What follows belongs to an exercise in optimizing a design on an open flow for small area, a short achievable clock period and few clock cycles; a production flow would make more cautious choices.
Only simulation tests tie the RTL to the original design; equivalence was not proved.

==> flow/design.v, too long to show whole: its modules and the start of the top module <==
// module credit_fifo: 49 lines
// module kernel_store: 45 lines
// module conv1d_relu: 146 lines
// module cnn_dot3p: 914 lines
// module cnn_dot3n: 940 lines
// module cnn_fa: 10 lines
// module cnn_ha: 9 lines
// module max_pool_pair: 30 lines
// module cnn_layer_top: 79 lines
module cnn_layer_top
(
    input  wire logic          clk,
    input  wire logic          rst_n,
    input  wire logic          i_sample_valid,
    input  wire cnn_pkg::sample_t       i_sample,
    input  wire logic          i_sample_last,
    output logic               o_sample_credit,
    input  wire logic          i_load_weights,
    input  wire cnn_pkg::weights_flat_t i_weights,
    input  wire logic          i_load_biases,
    input  wire cnn_pkg::biases_flat_t  i_biases,
    output logic               o_feat_valid,
    output cnn_pkg::feature_vec_t       o_feat,
    output logic               o_feat_last,
    input  wire logic          i_feat_credit
);
  // ...
==> flow/run.sh <==
#!/bin/bash
# synth_recipe.tcl (not shown) runs the flow's synth.tcl, then flattens the netlist and writes it again
# the make line also repeats each setting of config.mk as NAME=value (left out here)
make -C /OpenROAD-flow-scripts/flow DESIGN_CONFIG=/design/flow/config.mk WORK_HOME=/design/flow/orfs CLKGATE_MAP_FILE= SYNTH_SCRIPT=/design/flow/synth_recipe.tcl finish
==> flow/config.mk <==
export PLATFORM = sky130hd
export DESIGN_NAME = cnn_layer_top
export DESIGN_NICKNAME = cnn_layer_top
export VERILOG_FILES = /design/flow/design.v
export SDC_FILE = /design/flow/constraint.sdc
export NUM_CORES = 4
export LEC_CHECK = 0
export CAP_MARGIN = 20
export CORE_MARGIN = 2
export CORE_UTILIZATION = 40
export CTS_BUF_LIST = sky130_fd_sc_hd__clkbuf_4 sky130_fd_sc_hd__clkbuf_8
export CTS_CLUSTER_SIZE = 20
export SLEW_MARGIN = 20
export SYNTH_HIERARCHICAL = 1
export SYNTH_MINIMUM_KEEP_SIZE = 0
==> flow/constraint.sdc <==
create_clock -name core_clock -period 11.0 [get_ports {clk}]
set_input_delay 2.2000 -clock core_clock [delete_from_list [all_inputs] [get_ports {clk}]]
set_output_delay 2.2000 -clock core_clock [all_outputs]
set_load 0.01 [all_outputs]
==> impl_results.md, run 1 <==
- Critical Path Start: u_pool.o_out_data[63]
- Die height: approximately 430 um
- Clk tree area frac: 0.0490
- Final hold violation count: 0
- Relative slew slack: 0.216
- Post-CTS Setup Bufs: 0
- Crit Path Max Fanout: 2
- Status: timing/DRC/antenna clean
- Sequential cell area: between 0.02 and 0.025 mm^2
- Min-Delay Path Depth: 0
- Routed wl met2: 103000 um
- Mapped cell area: between 0.07 and 0.08 mm^2
- # setup viols final: 0
- Reg2Reg Capture Point: u_conv.g_filter[1].g_p.u_dot.y[6]
- Post-synth top cells: fa_1, nand2_1, nor2_1
- Hold path startpoint: u_conv.odd_pipe[2]
- Top reg by flops: u_kernel_store.o_weights
- ANT nets after route: 0
- Crit path depth: 1
- Commonest non-fill, non-tap cell in the layout: fa_1
- Reg2reg start: u_conv.g_filter[1].g_p.u_dot.r1_p10
- Critical path required time: a little under 9 ns
- Initial Utilization: 0.404
- Count leader, synth: fa_1
- Seq_cells: between 1000 and 1500
- Via count: 46600
- Antenna Cells: 8
- Area contributors post-synth: fa_1, dfxtp_1, edfxtp_1, ha_1, nand2_1
Testbench counts, summed over its fixed seeds: cycles 8,009.
==> run 2, diff against run 1 <==
--- a/flow/config.mk
+++ b/flow/config.mk
@@ -8,8 +8,6 @@
 export CAP_MARGIN = 20
 export CORE_MARGIN = 2
 export CORE_UTILIZATION = 40
-export CTS_BUF_LIST = sky130_fd_sc_hd__clkbuf_4 sky130_fd_sc_hd__clkbuf_8
-export CTS_CLUSTER_SIZE = 20
 export SLEW_MARGIN = 20
 export SYNTH_HIERARCHICAL = 1
 export SYNTH_MINIMUM_KEEP_SIZE = 0
==> impl_results.md, run 2 <==
- Sequential cell area fraction in the yosys report: 0.333 (unchanged)
- Synth-to-Final Area Change: 13.7% (about the same)
- Crit Path Max Fanout: 8 (was 2)
- DR top layer: met5 (unchanged)
- Final hold violation count: 0 (unchanged)
- Hold crit path type: reg2reg (unchanged)
- Status: timing/DRC/antenna clean (unchanged)
- Startpoint Class: flop (unchanged)
- Synthesized Nets: 7876 (unchanged)
- Synth cell types: 80 (unchanged)
- WL met3: 13200 um (was 13700 um)
- Die height: 426 um (unchanged)
- Die X: 426 um (unchanged)
- First-pass GRT wire length: 318000 um (was 319000 um)
- Ys async rst share: 0.0852 (unchanged)
- Critical path required time: 11.65 ns (was 8.80 ns)
- Skew-Pair Late Insertion Delay: 0.77 ns (was 0.94 ns)
- Synth area leader: fa_1 (unchanged)
- Metal1 wirelength: 79500 um (was 79600 um)
- Initial Utilization: 0.404 (unchanged)
- Main flop type after synthesis: dfxtp_1 (unchanged)
- GRT Total Usage: 0.234 (was 0.236)
- Yosys Warn Count: 12 (unchanged)
- Crit path capture type: flop (was primary output)
- # setup viols final: 0 (unchanged)
- Period utilization: 0.359 (was 0.370)
- Clock Tree Buf Depth: 3 (unchanged)
- Max-Cap Viols: 0 (unchanged)
- Placed wire-length estimate: 152000 um (unchanged)
- Post-layout min period: 3.95 ns (was 4.07 ns)
- Most frequent cells in the layout: fa_1, nand2_1, nor2_1, dfxtp_1, inv_1 (unchanged)
- 1st-pass router iterations: 7 (was 6)
- Standard-cell rows: 154 (unchanged)
- FMAX: 253 MHz (was 246 MHz)
- Relative slew slack: 0.231 (was 0.216)
- Post-CTS Setup Bufs: 0 (unchanged)
- TritonCTS clock tree: built (unchanged)
- Number of synthesized flops with an enable pin: 308 (unchanged)
- Area contributors post-synth: fa_1, dfxtp_1, edfxtp_1, ha_1, nand2_1 (unchanged)
- Post-CTS Hold Fix Bufs: 0 (unchanged)
- First DRT Iteration DRCs: 3216 (was 3211)
- PortBufs: 337 (unchanged)
- Commonest non-fill, non-tap cell in the layout: fa_1 (unchanged)
- Full die area: 0.182 mm^2 (unchanged)
- Worst-Margin Slew: 1.15 ns (was 1.18 ns)
- Cells after Synth: 5915 (unchanged)
- WHS: 0.328 ns (was 0.329 ns)
- Number of global-route vias before repair: 52900 (was 53500)
- Grt ovf: 0 (unchanged)
- Placed inst area: 0.0770 mm^2 (unchanged)
- DRC Markers: 0 (unchanged)
- Skew final: 0.0368 ns (was 0.0430 ns)
- Number of flip-flops in the largest register: 192 (unchanged)
- CP Class: reg2reg (was reg2out)
- Max-slew violations: 0 (unchanged)
- Sink Count: 1009 (unchanged)
- Top reg by flops: u_kernel_store.o_weights (unchanged)
- Area of the core: 0.176 mm^2 (unchanged)
- Via count: 46200 (was 46600)
- Largest net degree at the start of global routing: 116 (unchanged)
- Root Buffer: clkbuf_16 (was clkbuf_8)
- Layout cells sized above 1: 0.0764 (was 0.0953)
- Total CTS buffers: 113 (was 179)
- Top Registers: u_kernel_store.o_weights: 192 flops, u_kernel_store.o_biases: 64 flops, u_pool.o_out_data: 64 flops (unchanged)
- Mapped cell area: 0.0713 mm^2 (unchanged)
- Initial antenna violation count: 9 (unchanged)
- Gpl congestion: 0.895 (unchanged)
- Post-synth top cells: fa_1, nand2_1, nor2_1 (unchanged)
- Clock H-tree levels: 3 (was 4)
- Total wire length: 208000 um (was 209000 um)
- Nets: 8157 (was 8223)
- Top cell type's share of synthesized area: 0.381 (unchanged)
- Worst-path clk slew: 0.06 ns (about the same)
- Post-route cell area: 0.0810 mm^2 (about the same)
- Synth Area per Inst: 12.0 um^2 (unchanged)
- RSZ-0062 raised after global routing: false (unchanged)
- Top-level I/O count: 338 (unchanged)
- Number of cells upsized or downsized after cts: 0 (unchanged)
- Via-per-instance ratio: 5.34 (was 5.32)
- Routed wl met2: 103000 um (about the same)
- Per-cell routed wire length: 24.0 um (was 23.8 um)
- Setup_tns: 0 ns (unchanged)
- Yosys reg bits: 1009 (unchanged)
- Count leader, synth: fa_1 (unchanged)
- ANT nets after route: 0 (unchanged)
- Worst EP arrival: 4.60 ns (was 1.87 ns)
[run 2: cell counts after synthesis]
No cell type changed its count.
[run 2: through the flow]
stage / utilization / setup slack, ns / instances
after detailed placement: 0.436 / 6.85 / 8421
after floorplan: - / 7.35 / 5915
after global routing: 0.459 / 6.83 / 8636
final: 0.459 / 7.05 / 8644
after CTS: 0.459 / 7.01 / 8636
after global placement: 0.436 / 6.89 / 8421
[run 2: path summary, 6_finish.rpt]
path | from | to | slack, ns | depth (start not counted)
max | u_conv.g_filter[1].g_p.u_dot.r1_p10 | u_conv.g_filter[1].g_p.u_dot.y[6] | 7.05 | 12
min | u_conv.odd_pipe[2] | u_conv.odd_pipe[3] | 0.33 | 0
max reg2reg | u_conv.g_filter[1].g_p.u_dot.r1_p10 | u_conv.g_filter[1].g_p.u_dot.y[6] | 7.05 | 12
min reg2reg | u_conv.odd_pipe[2] | u_conv.odd_pipe[3] | 0.33 | 0
max in group asynchronous | rst_n | u_kernel_store.o_biases[63] | 8.17 | 2
min in group asynchronous | rst_n | u_sample_fifo.wr_ptr[1] | 1.58 | 1
[run 2: area by class of cell]
class                      instances  area, um^2
sequential                      1009       23800
timing repair buffer             389        3780
multi-input combinational       4344       45200
clock buffer                     147        3140
antenna                            8        20.0
tap                             2340        2930
inverter                         339        1270
fill                           16000       95500
clock inverter                    68         816
[run 2: cells by family after synthesis]
| family | Yosys count | share of synthesized area |
|---|---|---|
| buffers and inverters | 562 | 0.0318 |
| and+or+nand+nor | 2010 | 0.120 |
| DFF | 1009 | 0.333 |
| AOI/OAI and AO/OA | 483 | 0.0500 |
| xor gates and xnor gates | 77 | 0.00946 |
| muxes | 84 | 0.0157 |
| adders and majority gates | 1690 | 0.440 |
[run 2: routing by layer]
| metal | vias up | GRT usage |
|---|---|---|
| met4 | 10 | 0.120 |
| met1 | 24000 | 0.280 |
| met2 | 1915 | 0.401 |
| li1 | 19600 | - |
| met5 | - | 0 |
| met3 | 611 | 0.0441 |
[run 2: per-module statistics from Yosys (local to each module, per instance), a selection]
module / flops+latches / cell area (um^2) / copies in the design / cells
kernel_store: 257 / 8770 / 1 / 457
conv1d_relu: 81 / 2280 / 1 / 166
cnn_ha: 0 / 12.5 / 96 / 1
max_pool_pair: 66 / 3710 / 1 / 305
cnn_dot3n: 70 / 3400 / 4 / 445
cnn_dot3p: 70 / 3240 / 4 / 419
[run 2: worst max-delay path, stage by stage (launching register included)]
cell and delay [ns]:
dfxtp_1 0.32, fa_1 0.49, fa_1 0.52, inv_1 0.06
fa_1 0.42, nand2b_1 0.20, a21oi_2 0.24, o21bai_1 0.13
mux2i_1 0.14, or4b_4 0.54, a2111oi_4 0.34, nand4b_4 0.21
o21a_1 0.24
==> run 3, diff against run 2 <==
==> flow/flow/run.sh (new file) <==
#!/bin/bash
set -euo pipefail
export BUFFER_PORTS_ARGS="-buffer_cell sky130_fd_sc_hd__buf_2"
export SETUP_SLACK_MARGIN=7.3
bash standard.sh > standard.log 2>&1
==> flow/standard.sh (new file) <==
#!/bin/bash
# synth_recipe.tcl (not shown) runs the flow's synth.tcl, then flattens the netlist and writes it again
# the make line also repeats each setting of config.mk as NAME=value (left out here)
make -C /OpenROAD-flow-scripts/flow DESIGN_CONFIG=/design/flow/config.mk WORK_HOME=/design/flow/orfs CLKGATE_MAP_FILE= SYNTH_SCRIPT=/design/flow/synth_recipe.tcl "${@:-finish}"
removed: flow/run.sh
==> impl_results.md, run 3 <==
- Gpl congestion: 0.901 (was 0.895)
- FMAX: 268 MHz (was 253 MHz)
- RSZ-0062 raised after global routing: true (was false)
- Initial antenna violation count: 20 (was 9)
- Max-Cap Viols: 0 (unchanged)
- Period utilization: 0.340 (was 0.359)
- Synth-to-Final Area Change: 11.8% (was 13.7%)
- Yosys Warn Count: 12 (unchanged)
- Post-synth top cells: fa_1, nand2_1, nor2_1 (unchanged)
- Grt ovf: 0 (unchanged)
- Number of flip-flops in the largest register: 192 (unchanged)
- Skew-Pair Late Insertion Delay: 0.77 ns (about the same)
- Area of the core: 0.176 mm^2 (unchanged)
- Crit Path Max Fanout: 8 (unchanged)
- Placed wire-length estimate: 153000 um (was 152000 um)
- Number of global-route vias before repair: 52700 (was 52900)
- # setup viols final: 0 (unchanged)
- Total wire length: 207000 um (was 208000 um)
- Top Registers: u_kernel_store.o_weights: 192 flops, u_kernel_store.o_biases: 64 flops, u_pool.o_out_data: 64 flops (unchanged)
- Top cell type's share of synthesized area: 0.381 (unchanged)
- GRT Total Usage: 0.233 (was 0.234)
- Skew final: 0.0489 ns (was 0.0368 ns)
- Clock Tree Buf Depth: 3 (unchanged)
- Sequential cell area fraction in the yosys report: 0.333 (unchanged)
- PortBufs: 337 (unchanged)
- Die height: 426 um (unchanged)
- Slowest CP cell: fa_1 (was or4b_4)
- First DRT Iteration DRCs: 3089 (was 3216)
- Placed insts: 8422 (was 8421)
- Via-per-instance ratio: 5.35 (was 5.34)
- Mapped cell area: 0.0713 mm^2 (unchanged)
- Worst-Margin Slew: 1.22 ns (was 1.15 ns)
- Total CTS buffers: 112 (was 113)
- Post-CTS Hold Fix Bufs: 0 (unchanged)
- Via count: 46300 (was 46200)
- Top-level I/O count: 338 (unchanged)
- Main flop type after synthesis: dfxtp_1 (unchanged)
- Layout cells sized above 1: 0.139 (was 0.0764)
- First-pass GRT wire length: 316000 um (was 318000 um)
- Initial Utilization: 0.404 (unchanged)
- Final core utilization: 0.452 (was 0.459)
- Root Buffer: clkbuf_16 (unchanged)
- Layout fillers: 16200 (was 16000)
- Placed inst area: 0.0753 mm^2 (was 0.0770 mm^2)
- Hold crit path type: reg2reg (unchanged)
- DRC Markers: 0 (unchanged)
- Worst-path cell chain: fa_1, fa_1, inv_2, fa_2, nand2b_4, a21oi_4, o21bai_1, mux2i_1, or4b_4, a2111oi_4, nand4b_4, o21a_1 (was fa_1, fa_1, inv_1, fa_1, nand2b_1, a21oi_2, o21bai_1, mux2i_1, or4b_4, a2111oi_4, nand4b_4, o21a_1)
- Crit path capture type: flop (unchanged)
- Relative slew slack: 0.186 (was 0.231)
- Synth cell types: 80 (unchanged)
- Die X: 426 um (unchanged)
- Full die area: 0.182 mm^2 (unchanged)
- Startpoint Class: flop (unchanged)
- Number of synthesized flops with an enable pin: 308 (unchanged)
- Per-cell routed wire length: 23.9 um (was 24.0 um)
- Synth Area per Inst: 12.0 um^2 (unchanged)
- Slowest stage delay, CP: 0.56 ns (was 0.54 ns)
- Worst EP arrival: 4.37 ns (was 4.60 ns)
- ANT nets after route: 0 (unchanged)
- Yosys reg bits: 1009 (unchanged)
- Most frequent cells in the layout: fa_1, nand2_1, nor2_1, dfxtp_1, inv_1 (unchanged)
- 1st-pass router iterations: 7 (unchanged)
- Top reg by flops: u_kernel_store.o_weights (unchanged)
- Synthesized Nets: 7876 (unchanged)
- Sink Count: 1009 (unchanged)
- Cells after Synth: 5915 (unchanged)
- Post-route cell area: 0.0797 mm^2 (was 0.0810 mm^2)
- CP dominant cell by count: fa_1 (unchanged)
- Critical path required time: 11.63 ns (was 11.65 ns)
- Final hold violation count: 0 (unchanged)
- Worst-path clk slew: 0.06 ns (about the same)
- Synth area leader: fa_1 (unchanged)
- Setup_tns: 0 ns (unchanged)
- Non-Filler Instances: 8652 (was 8644)
- Post-layout min period: 3.74 ns (was 3.95 ns)
- TritonCTS clock tree: built (unchanged)
- Clock H-tree levels: 3 (unchanged)
- Standard-cell rows: 154 (unchanged)
- Commonest non-fill, non-tap cell in the layout: fa_1 (unchanged)
- Max-slew violations: 0 (unchanged)
- Count leader, synth: fa_1 (unchanged)
- Area contributors post-synth: fa_1, dfxtp_1, edfxtp_1, ha_1, nand2_1 (unchanged)
- Nets: 8170 (was 8157)
- Status: timing/DRC/antenna clean (unchanged)
- CP Class: reg2reg (unchanged)
- Ys async rst share: 0.0852 (unchanged)
- Largest net degree at the start of global routing: 87 (was 116)
run 3: cell counts after synthesis:
Identical to the previous run, type by type.
run 3: per-layer routing:
layer  GRT usage  share of wire  vias to the layer above
met3      0.0413          0.065                      653
met5           0        0.00044                        -
met1       0.280           0.38                    24100
met2       0.394           0.49                     1896
met4       0.132          0.063                       16
li1            -              -                    19600
run 3: worst max-delay path: cells and delay by family, from the launching register on:
| family | cells | cell delay, ns |
|---|---|---|
| buffers and inverters | 1 | 0.05 |
| AND/OR/NAND/NOR | 3 | 0.92 |
| AO/OA/AOI/OAI | 4 | 0.81 |
| multiplexers | 1 | 0.14 |
| flip-flops | 1 | 0.32 |
| adder cells (fa/ha/maj) | 3 | 1.39 |
run 3: what timing repair did:
item                                    4_1_cts  5_1_grt
endpoints found under the hold margin         0        0
pin swaps                                    54       15
endpoints found under the setup margin      139      140
buffers inserted                              6        7
resized for setup                            29       47
run 3: cells by family after synthesis:
family | Yosys count | synth area share
adder cells (fa/ha/maj) | 1690 | 0.440
XOR/XNOR | 77 | 0.00946
flip-flops | 1009 | 0.333
multiplexers | 84 | 0.0157
AND/OR/NAND/NOR | 2010 | 0.120
buffers and inverters | 562 | 0.0318
AO/OA/AOI/OAI | 483 | 0.0500
run 3: final cells by class:
type | count | area [um^2] | share of cell area
Multi-Input combinational cell | 4344 | 45500 | 0.570
Sequential cell | 1009 | 23800 | 0.299
Clock buffer | 155 | 3340 | 0.0419
Tap cell | 2340 | 2930 | 0.0367
Timing Repair Buffer | 403 | 2300 | 0.0288
Inverter | 339 | 1270 | 0.0160
Clock inverter | 59 | 581 | 0.00728
Antenna cell | 3 | 7.51 | 0.0000942
run 3: modules after synthesis (local to each module, per instance), excerpt:
module | flip-flops and latches | area (um^2)
cnn_ha | 0 | 12.5
conv1d_relu | 81 | 2280
cnn_dot3n | 70 | 3400
cnn_fa | 0 | 20.0
max_pool_pair | 66 | 3710
kernel_store | 257 | 8770
cnn_dot3p | 70 | 3240
run 3: metrics by stage:
step,setup slack [ns],hold slack (ns)
floorplan,7.35,0.310
global placement,6.30,0.311
detailed placement,6.23,0.319
CTS,7.25,0.332
global route,7.16,0.338
finish,7.26,0.329
run 3: path summary, 6_finish.rpt:
kind	from	depth (start not counted)	end	slack (ns)
hold / removal	u_conv.last_pipe[1]	0	u_conv.last_pipe[2]	0.33
hold reg to reg	u_conv.last_pipe[1]	0	u_conv.last_pipe[2]	0.33
min in group asynchronous	rst_n	1	u_conv.v_pipe[2]	1.59
max in group asynchronous	rst_n	2	u_kernel_store.o_biases[47]	8.19
setup / recovery	u_conv.g_filter[1].g_p.u_dot.r1_s375	12	u_conv.g_filter[1].g_p.u_dot.y[0]	7.26
setup reg to reg	u_conv.g_filter[1].g_p.u_dot.r1_s375	12	u_conv.g_filter[1].g_p.u_dot.y[0]	7.26
==> run 4, diff against run 3 <==
==> flow/flow/run.sh (replaced) <==
#!/bin/bash
# The standard layout, with plain buffers (buf_2) on the ports instead of the
# delay buffers buffer_ports picks by default. Everything else, synthesis
# included, is the standard flow (standard.sh).
set -euo pipefail
export BUFFER_PORTS_ARGS="-buffer_cell sky130_fd_sc_hd__buf_2"
bash standard.sh > standard.log 2>&1
==> impl_results.md, run 4 <==
- Synth cell types: 80 (unchanged)
- Critical path required time: 11.63 ns (about the same)
- Initial Utilization: 0.404 (unchanged)
- CP Class: reg2reg (unchanged)
- Die height: 426 um (unchanged)
- Post-synth top cells: fa_1, nand2_1, nor2_1 (unchanged)
- Post-layout min period: 3.99 ns (was 3.74 ns)
- Main flop type after synthesis: dfxtp_1 (unchanged)
- Total wire length: 206000 um (was 207000 um)
- ANT nets after route: 0 (unchanged)
- Root Buffer: clkbuf_16 (unchanged)
- Synth-to-Final Area Change: 11.2% (was 11.8%)
- Clock Tree Buf Depth: 3 (unchanged)
- Startpoint Class: flop (unchanged)
- Area of the multi-input gates: 0.0452 mm^2 (was 0.0455 mm^2)
- Skew final: 0.0487 ns (was 0.0489 ns)
- Crit path capture type: flop (unchanged)
- Number of global-route vias before repair: 52600 (was 52700)
- Setup_tns: 0 ns (unchanged)
- Worst slack, placed: 6.23 ns (unchanged)
- Ys async rst share: 0.0852 (unchanged)
- Commonest non-fill, non-tap cell in the layout: fa_1 (unchanged)
- Die X: 426 um (unchanged)
- Via count: 46300 (about the same)
- Worst-path clk slew: 0.06 ns (about the same)
- Gpl congestion: 0.901 (unchanged)
- Per-cell routed wire length: 23.9 um (about the same)
- Met2 usage: 0.393 (was 0.394)
- Area of the core: 0.176 mm^2 (unchanged)
- Yosys reg bits: 1009 (unchanged)
- Status: timing/DRC/antenna clean (unchanged)
- FMAX: 251 MHz (was 268 MHz)
- Number of flip-flops in the largest register: 192 (unchanged)
- Period utilization: 0.363 (was 0.340)
- Final hold violation count: 0 (unchanged)
- Area contributors post-synth: fa_1, dfxtp_1, edfxtp_1, ha_1, nand2_1 (unchanged)
- Met3 usage: 0.0415 (was 0.0413)
- Count leader, synth: fa_1 (unchanged)
- Sink Count: 1009 (unchanged)
- Largest net degree at the start of global routing: 87 (unchanged)
- GRT Total Usage: 0.232 (was 0.233)
- Mapped cell area: 0.0713 mm^2 (unchanged)
- Worst setup margin: 7.01 ns (was 7.26 ns)
- Synthesized Nets: 7876 (unchanged)
- Standard-cell rows: 154 (unchanged)
- Via-per-instance ratio: 5.36 (was 5.35)
- First DRT Iteration DRCs: 3225 (was 3089)
- GR Util met1: 0.280 (about the same)
- Layout fillers: 16300 (was 16200)
- Nets: 8157 (was 8170)
- Final core utilization: 0.449 (was 0.452)
- Yosys Warn Count: 12 (unchanged)
- DRC Markers: 0 (unchanged)
- Relative slew slack: 0.182 (was 0.186)
- GR peak layer: met2 (unchanged)
- Placed wire-length estimate: 153000 um (unchanged)
- Number of cells upsized or downsized after cts: 0 (was 29)
- First-pass GRT wire length: 315000 um (was 316000 um)
- Synth area leader: fa_1 (unchanged)
- Worst EP arrival: 4.62 ns (was 4.37 ns)
- Max-Cap Viols: 0 (unchanged)
- Sequential cell area: 0.0238 mm^2 (about the same)
- Top-level I/O count: 338 (unchanged)
- Full die area: 0.182 mm^2 (unchanged)
- Top cell type's share of synthesized area: 0.381 (unchanged)
- Worst-Margin Slew: 1.23 ns (was 1.22 ns)
- Post-CTS Setup Bufs: 0 (was 6)
- Top reg by flops: u_kernel_store.o_weights (unchanged)
- Initial antenna violation count: 17 (was 20)
- Number of synthesized flops with an enable pin: 308 (unchanged)
- TritonCTS clock tree: built (unchanged)
- Top Registers: u_kernel_store.o_weights: 192 flops, u_kernel_store.o_biases: 64 flops, u_pool.o_out_data: 64 flops (unchanged)
- # setup viols final: 0 (unchanged)
- Clock H-tree levels: 3 (unchanged)
- Post-CTS Hold Fix Bufs: 0 (unchanged)
- Hold crit path type: reg2reg (unchanged)
- Grt ovf: 0 (unchanged)
- Max-slew violations: 0 (unchanged)
- Layout cells sized above 1: 0.131 (was 0.139)
- Crit Path Max Fanout: 8 (unchanged)
- Most frequent cells in the layout: fa_1, nand2_1, nor2_1, dfxtp_1, inv_1 (unchanged)
- PortBufs: 337 (unchanged)
- 1st-pass router iterations: 6 (was 7)
- Synth Area per Inst: 12.0 um^2 (unchanged)
- Cells after Synth: 5915 (unchanged)
- Sequential cell area fraction in the yosys report: 0.333 (unchanged)
- RSZ-0062 raised after global routing: false (was true)
- Total CTS buffers: 112 (unchanged)
- Flop2flop setup slack: 7.01 ns (was 7.26 ns)
- Skew-Pair Late Insertion Delay: 0.77 ns (about the same)
==> run 4: cell counts after synthesis <==
Identical to the previous run, type by type.
==> run 4: metal layers <==
| metal | vias up | routed length (um) |
|---|---|---|
| li1 | 19600 | - |
| met1 | 24100 | 78800 |
| met3 | 656 | 13600 |
| met2 | 1919 | 101000 |
| met5 | - | 57 |
| met4 | 12 | 13000 |
==> run 4: worst max-delay path: stages (launching register included) <==
cell       delay [ns]
dfxtp_1          0.32
fa_1             0.49
fa_1             0.52
inv_1            0.06
fa_1             0.42
nand2b_1         0.20
a21oi_2          0.24
o21bai_1         0.13
mux2i_1          0.15
or4b_4           0.54
a2111oi_4        0.33
nand4b_4         0.24
o21a_1           0.24
==> run 4: cell type report <==
| cell class | instances | area share |
|---|---|---|
| repair buffers | 390 | 0.0265 |
| clock inverters | 59 | 0.00732 |
| flip-flops and latches | 1009 | 0.300 |
| multi-input cells | 4344 | 0.571 |
| well taps | 2340 | 0.0369 |
| clock buffers | 155 | 0.0421 |
| inverters | 339 | 0.0161 |
| diodes | 3 | 0.0000947 |
==> run 4: kinds of logic (layout without fill, tap and decap cells) <==
family,count (synthesis),in the layout,synth area share
adder cells (fa/ha/maj),1690,1690,0.440
buffers and inverters,562,943,0.0318
AND/OR/NAND/NOR,2010,2010,0.120
XOR/XNOR,77,77,0.00946
multiplexers,84,84,0.0157
AO/OA/AOI/OAI,483,483,0.0500
flip-flops,1009,1009,0.333
other,0,3,0
==> run 4: path summary, 6_finish.rpt <==
kind | cells past startpoint | from | endpoint
min in group asynchronous | 1 | rst_n | u_sample_fifo.o_credit
worst min register to register | 0 | u_conv.last_pipe[1] | u_conv.last_pipe[2]
worst min-delay path | 0 | u_conv.last_pipe[1] | u_conv.last_pipe[2]
max in group asynchronous | 2 | rst_n | u_kernel_store.o_biases[55]
worst max-delay path | 12 | u_conv.g_filter[1].g_p.u_dot.r1_p10 | u_conv.g_filter[1].g_p.u_dot.y[0]
worst max register to register | 12 | u_conv.g_filter[1].g_p.u_dot.r1_p10 | u_conv.g_filter[1].g_p.u_dot.y[0]
==> run 4: per-module statistics from Yosys, one instance, submodules excluded, a selection <==
module         flops+latches  times used  area [um^2]
cnn_dot3n                 70           4         3400
cnn_ha                     0          96         12.5
kernel_store             257           1         8770
cnn_dot3p                 70           4         3240
conv1d_relu               81           1         2280
max_pool_pair             66           1         3710
cnn_fa                     0        1348         20.0
==> run 4: through the flow <==
| stage | area [um^2] | hold WS (ns) | cells |
|---|---|---|---|
| 2_1_floorplan | 71300 | 0.310 | 5915 |
| 6_report | 79300 | 0.328 | 8639 |
| 3_5_place_dp | 75300 | 0.319 | 8422 |
| 5_1_grt | 79300 | 0.338 | 8636 |
| 3_3_place_gp | 75300 | 0.311 | 8422 |
| 4_1_cts | 79300 | 0.332 | 8636 |

-- what the ideal ports hide --
How much do the figures lean on ideal ports? The routed layouts below were timed once more, with nothing changed but the port constraints.
Step 1 (the two cells are an assumption about what drives the block):
set clk [get_ports {clk}]
set_driving_cell -lib_cell sky130_fd_sc_hd__clkbuf_16 $clk
set_driving_cell -lib_cell sky130_fd_sc_hd__buf_2 [delete_from_list [all_inputs] $clk]
Step 2 also shifts input and output timing later by t, the mid clock arrival at the registers, as if the neighbouring blocks saw the same clock.
Three values: ideal ports, drivers, drivers and shift; two values: the first two.
| run | shift t [ns] | setup slack, ns | worst data-port slew with drivers (ns) | pins driven straight from the clock port |
|---|---|---|---|---|
| run 1 | 0.998 | 6.929 / 6.853 / 6.895 | 0.12 | 1 |
| run 2 | 0.841 | 7.049 / 6.995 / 6.900 | 0.13 | 1 |
| run 3 | 0.832 | 7.264 / 7.264 / 6.768 | 0.12 | 1 |
| run 4 | 0.829 | 7.008 / 7.008 / 6.262 | 0.12 | 1 |
After both steps setup and hold are still met in every run listed. The setup slack of run 4, which loses most, moves by 0.000 ns with the drivers and by -0.746 ns with both steps.
